This design comes from an exercise in tuning for small area, a short achievable clock period and few clock cycles on the open sky130 flow, not from production work. Where RTL was checked, it was by simulation tests only, not by an equivalence proof against the original. Power figures rest on the tool's default switching activity, not on a simulated workload.

==> inputs of yarrow <==
// dsp_slice_top
module dsp_slice_top (
	input logic clk,
	input logic reset,
	input logic wb_cyc,
	input logic wb_stb,
	input logic wb_we,
	input logic [2:0] wb_adr,
	input logic [31:0] wb_dat_w,
	output logic [31:0] wb_dat_r,
	output logic wb_ack
);
==> flow/config.mk <==
export PLATFORM = sky130hd
export DESIGN_NAME = dsp_slice_top
export DESIGN_NICKNAME = dsp_slice_top
export VERILOG_FILES = /design/flow/design.v
export SDC_FILE = /design/flow/constraint.sdc
export NUM_CORES = 4
export LEC_CHECK = 0
export ABC_CLOCK_PERIOD_IN_PS = 3000
export CAP_MARGIN = 20
export CORE_MARGIN = 2
export CORE_UTILIZATION = 40
export SLEW_MARGIN = 20
==> flow/constraint.sdc <==
create_clock -name core_clock -period 10.0 [get_ports {clk}]
set_input_delay 2.0000 -clock core_clock [delete_from_list [all_inputs] [get_ports {clk}]]
set_output_delay 2.0000 -clock core_clock [all_outputs]
set_load 0.01 [all_outputs]
standard.sh (not shown) runs the stock make flow with config.mk's settings and CLKGATE_MAP_FILE= SYNTH_SCRIPT=/design/flow/synth_recipe.tcl, a recipe that flattens the netlist after the stock synthesis.
==> flow/flow/run.sh <==
#!/bin/bash
set -o pipefail
export SETUP_SLACK_MARGIN=6.8
bash standard.sh > standard.log 2>&1
==> amber: changes against yarrow <==
==> flow/flow/run.sh (replaced) <==
#!/bin/bash
set -o pipefail
export SETUP_SLACK_MARGIN=6.8
export CTS_ARGS="-sink_clustering_enable -repair_clock_nets -dont_use_dummy_load -sink_clustering_size 24 -sink_clustering_max_diameter 120"
bash standard.sh > standard.log 2>&1
==> maple: changes against yarrow <==
--- a/flow/design.v
+++ b/flow/design.v
@@ -1955,17 +1955,16 @@
 	logic [1:0] opcode;
 	logic [1:0] mode;
 	logic cin;
 	logic [pw-1:0] p;
 	logic cout;
 	logic step1, step2, exec, fin;
 	logic [5:0] bq;  
 	logic [pw:0] sc_s, sc_c;
-	logic sc_zero;
 	assign req = wb_cyc & wb_stb & ~wb_ack & ~(wb_we & (wb_adr == dsp_pkg::addr_ctrl) & step1);
 	assign we_a = req & wb_we & (wb_adr == dsp_pkg::addr_a);
 	assign we_b = req & wb_we & (wb_adr == dsp_pkg::addr_b);
 	assign we_c_lo = req & wb_we & (wb_adr == dsp_pkg::addr_c_lo);
 	assign we_c_hi = req & wb_we & (wb_adr == dsp_pkg::addr_c_hi);
 	assign we_ctrl = req & wb_we & (wb_adr == dsp_pkg::addr_ctrl);
 	always_ff @(posedge clk) begin
 		if (reset) begin
@@ -2004,56 +2003,59 @@
 			if (we_ctrl)
 				bq <= wb_dat_w[1] ? 6'd0 : b[5:0];  
 			else if (we_b)
 				bq <= wb_dat_w[17:12];
 			else if (we_a | exec)
 				bq <= b[17:12];
 			else if (step1)
 				bq <= b[11:6];
-			else if (step2)
-				bq <= b[5:0];
+			else
+				bq <= '0;  
 		end
 	end
 	logic sel_fb;   
 	logic sel_ab;   
 	logic sel_cx;   
 	logic sel_wp;   
 	logic sel_wc;   
 	logic ex_cin;
 	logic kill12, kill24;
 	logic split12, split24;
 	logic [pw:0] r1, r2;
 	logic [pw-1:0] w_row;
-	logic sc_zero_next;
-	assign sc_zero_next = ~step1 & sc_zero;
+	logic sel_hold;  
 	always_ff @(posedge clk) begin
 		if (reset) begin
 			sel_fb <= 1'b0;
+			sel_hold <= 1'b0;
 			sel_ab <= 1'b0;
 			sel_cx <= 1'b0;
 			sel_wp <= 1'b0;
 			sel_wc <= 1'b0;
 			ex_cin <= 1'b0;
 			kill12 <= 1'b0;
 			kill24 <= 1'b0;
 		end else begin
-			sel_fb <= (step1 & ~(we_a | we_b | exec)) | (we_ctrl & ~wb_dat_w[1] & ~sc_zero_next);
+			sel_fb <= (step1 & ~(we_a | we_b | exec)) | (we_ctrl & ~wb_dat_w[1]);
+			sel_hold <= ~(we_a | we_b | exec | step1 | we_ctrl);
 			sel_ab <= we_ctrl & (wb_dat_w[1:0] == 2'd2);
 			sel_cx <= we_ctrl & (wb_dat_w[1:0] == 2'd3);
 			sel_wp <= we_ctrl & wb_dat_w[0];
 			sel_wc <= we_ctrl & ~wb_dat_w[0];
 			ex_cin <= we_ctrl & wb_dat_w[4] & ~(wb_dat_w[1] & wb_dat_w[3]);
 			kill12 <= we_ctrl & wb_dat_w[1] & (wb_dat_w[3:2] == 2'd3);
 			kill24 <= we_ctrl & wb_dat_w[1] & wb_dat_w[3];
 		end
 	end
 	assign r1 = ({(pw + 1){sel_fb}} & {sc_s[pw-6:0], 6'd0}) |
+		({(pw + 1){sel_hold}} & sc_s) |
 		({(pw + 1){sel_cx}} & {1'b0, c});
 	assign r2 = ({(pw + 1){sel_fb}} & {sc_c[pw-6:0], 6'd0}) |
+		({(pw + 1){sel_hold}} & sc_c) |
 		({(pw + 1){sel_ab}} & {{(pw + 1 - aw - bw){1'b0}}, a, b});
 	assign w_row = ({pw{sel_wp}} & p) | ({pw{sel_wc}} & c);
 	assign split12 = opcode[1] & (mode == 2'd3);
 	assign split24 = opcode[1] & mode[1];
 	logic [pw:0] t_s, t_c;
 	dsp_csa_tree u_tree (
 		.a(a),
 		.bq(bq),
@@ -2063,26 +2065,18 @@
 		.cin(ex_cin),
 		.kill12(kill12),  
 		.kill24(kill24),
 		.kill36(kill12),
 		.s(t_s),
 		.c(t_c)
 	);
 	always_ff @(posedge clk) begin
-		if (step1 | step2 | exec) begin
-			sc_s <= t_s;
-			sc_c <= t_c;
-		end
-	end
-	always_ff @(posedge clk) begin
-		if (reset)
-			sc_zero <= 1'b1;
-		else if (step1)
-			sc_zero <= 1'b0;
+		sc_s <= t_s;
+		sc_c <= t_c;
 	end
 	logic [pw:0] sum;
 	dsp_simd_adder u_adder (
 		.s(sc_s),
 		.c(sc_c),
 		.split12(split12),
 		.split24(split24),
 		.sum(sum)
==> flow/flow/run.sh (replaced) <==
#!/bin/bash
set -o pipefail
export SETUP_SLACK_MARGIN=6.6
export CTS_ARGS="-sink_clustering_enable -repair_clock_nets -dont_use_dummy_load -sink_clustering_size 24 -sink_clustering_max_diameter 120"
bash standard.sh > standard.log 2>&1
==> run summary <==
LEAKAGE=10.61 nW; routed wire length=82.41 mm; Post-synth EDFFs=98; most frequent cell after synthesis=nand2_1; outcome=timing/DRC/antenna clean
(the above is from yarrow)
==> run summary <==
outcome=timing/DRC/antenna clean; routed wire length=72.25 mm; LEAKAGE=9.513 nW; most frequent cell after synthesis=dfxtp_1; Post-synth EDFFs=0; Hold Path Stages=2
(the above is from maple)
==> run summary <==
outcome=timing/DRC/antenna clean; LEAKAGE=10.22 nW; Multi-Input Combinational=1454; layout cell share with drive strength beyond 1=0.2230; Setup violations, final=0; Post-synth EDFFs=98
(the above is from amber)
Testbench counts of maple, summed over its fixed seeds: cycles 23,130.
Function not checked in yarrow and amber: the RTL went through the layout flow alone.

---

==> run A <==
dsp_slice_top, a different RTL version from the one above (not shown whole).
==> flow/config.mk <==
export PLATFORM = sky130hd
export DESIGN_NAME = dsp_slice_top
export DESIGN_NICKNAME = dsp_slice_top
export VERILOG_FILES = /design/flow/design.v
export SDC_FILE = /design/flow/constraint.sdc
export NUM_CORES = 4
export LEC_CHECK = 0
export ABC_CLOCK_PERIOD_IN_PS = 3000
export CAP_MARGIN = 20
export CORE_MARGIN = 2
export CORE_UTILIZATION = 40
export SLEW_MARGIN = 20
export SYNTH_HIERARCHICAL = 1
export SYNTH_MINIMUM_KEEP_SIZE = 0
==> flow/constraint.sdc <==
create_clock -name core_clock -period 10.0 [get_ports {clk}]
set_input_delay 2.0000 -clock core_clock [delete_from_list [all_inputs] [get_ports {clk}]]
set_output_delay 2.0000 -clock core_clock [all_outputs]
set_load 0.01 [all_outputs]
==> flow/flow/run.sh <==
#!/bin/bash
set -o pipefail
export SETUP_SLACK_MARGIN=6.4
export CTS_ARGS="-sink_clustering_enable -repair_clock_nets -dont_use_dummy_load -sink_clustering_size 24 -sink_clustering_max_diameter 120"
bash standard.sh > standard.log 2>&1
==> run Y: changes against run A <==
==> flow/flow/run.sh (replaced) <==
#!/bin/bash
set -o pipefail
export SETUP_SLACK_MARGIN=6.6
export CTS_ARGS="-sink_clustering_enable -repair_clock_nets -dont_use_dummy_load -sink_clustering_size 24 -sink_clustering_max_diameter 120"
export BUFFER_PORTS_ARGS="-buffer_cell sky130_fd_sc_hd__buf_2"
bash standard.sh > standard.log 2>&1
Settings changed: CORE_UTILIZATION 40 to 60.
==> run G: changes against run A <==
==> flow/flow/run.sh (replaced) <==
#!/bin/bash
set -o pipefail
export SETUP_SLACK_MARGIN=6.6
bash standard.sh > standard.log 2>&1
==> run summary <==
Maximum frequency, highest first: run Y, run G, run A.
Run A finished clean. Run G ran to the end with no violations. Run Y completed with no timing, DRC or antenna violations.
Total power: run Y < run A < run G.
Against run Y, the critical path depth of run G is higher by 1.
Worst setup slack: run A is lower than run G (0.14 ns).
Die area: run Y is lower than run A (about 33%).
Clock skew, highest first: run Y, run A, run G.
Testbench counts of run A, summed over its fixed seeds: cycles 23,130.
Testbench counts of run Y, summed over its fixed seeds: cycles 23,130.
Testbench counts of run G, summed over its fixed seeds: cycles 23,130.

---

==> v18 <==
Another version of the RTL of dsp_slice_top (not shown whole).
export LEC_CHECK = 0
export ABC_CLOCK_PERIOD_IN_PS = 3000
export CAP_MARGIN = 20
export CORE_MARGIN = 2
export CORE_UTILIZATION = 40
export SLEW_MARGIN = 20
create_clock -name core_clock -period 10.0 [get_ports {clk}]
==> flow/flow/run.sh <==
#!/bin/bash
set -o pipefail
export SETUP_SLACK_MARGIN=6.5
bash standard.sh > standard.log 2>&1
==> v37: changes against v18 <==
==> flow/run.sh (new file) <==
#!/bin/bash
# synth_recipe.tcl (not shown) runs the flow's synth.tcl, then flattens the netlist and writes it again
# the make line also repeats each setting of config.mk as NAME=value (left out here)
make -C /OpenROAD-flow-scripts/flow DESIGN_CONFIG=/design/flow/config.mk WORK_HOME=/design/flow/orfs CLKGATE_MAP_FILE= SYNTH_SCRIPT=/design/flow/synth_recipe.tcl finish
Settings changed: SETUP_SLACK_MARGIN set to 5.
removed: flow/flow/run.sh
removed: flow/standard.sh
==> qor summary <==
| quantity | v37 | v18 |
|---|---|---|
| Non-clock buffer instance count of the final layout | 94 | 155 |
| Worst path bufs/invs | 4 | 6 |
| Startpoint of the most critical register-to-register path | opcode[1]$_SDFFE_PP0P_ | exec$_SDFF_PP0_ |
| Switching power share of the total | 24.88% | 25.20% |
| ClkCell Share | 5.171% | 4.909% |
| Proportion of cell area occupied by registers | 24.06% | 22.52% |
| Clock network power | 1.38 mW | 1.41 mW |
| GRT Util Overall | 27.75% | 30.07% |
| Instance count after placement with tap cells included | 3222 | 3226 |
| Met3 wirelength from detailed routing | 5951 um | 8445 um |
| Number of cells on the critical path | 13 | 15 |
| Required time worst endpoint | 10480 ps | 10490 ps |
| Final design area excluding fillers | 24000 um2 | 25670 um2 |
| Sequential Power Share | 43.9% | 43.1% |
| Starting DRT DRC Count | 2091 | 2383 |
| Count of multi-input combinational gates | 1952 | 1959 |
| Sum of met2 wire segment lengths after detailed routing | 34790 um | 37030 um |
| Clock share of power | 52.4% | 52.6% |
| GR Util met2 | 43.38% | 45.59% |
| Area Growth Syn to Fin | 11.20% | 18.91% |
| Fillers | 5381 | 5179 |
| Layout clock buffers | 43 | 49 |
| Run status | complete, no violations | complete, no violations |
| Post-placement setup slack | 4453 ps | 4723 ps |
No functional check of the RTL was part of any run of this note.

[port drivers added, routing unchanged]
The flow's constraints put no driver on any port. The routed layouts listed below were extracted and timed again, unchanged, in two steps.
Step 1 assumes that a clkbuf_16 drives the clock port and a buf_2 every other input.
Step 2, shift: input delay + t, output delay - t, t = (earliest + latest rising clock arrival at the registers) / 2. This alone moves slack from input paths to output paths.
Slacks: ideal ports / drivers / drivers and shift; pairs: ideal ports / drivers.
| run | t (ns) | slack for setup (ns) | slew at the worst register clock pin (ns) |
|---|---|---|---|
| yarrow | 0.587 | 6.424 / 6.424 / 6.096 | 0.07 / 0.07 |
| amber | 0.589 | 6.419 / 6.419 / 6.140 | 0.11 / 0.11 |
| maple | 0.561 | 6.594 / 6.594 / 6.118 | 0.12 / 0.12 |
| run A | 0.593 | 6.454 / 6.430 / 5.928 | 0.11 / 0.11 |
| run Y | 0.576 | 6.617 / 6.621 / 6.069 | 0.12 / 0.12 |
| run G | 0.587 | 6.595 / 6.584 / 6.108 | 0.07 / 0.07 |
| v18 | 0.633 | 6.260 / 6.260 / 5.956 | 0.07 / 0.07 |
| v37 | 0.635 | 5.201 / 5.201 / 4.849 | 0.07 / 0.07 |
After both steps every run listed still meets setup and hold. The setup slack of run Y, which loses most, moves by +0.004 ns with the drivers and by -0.548 ns with both steps.
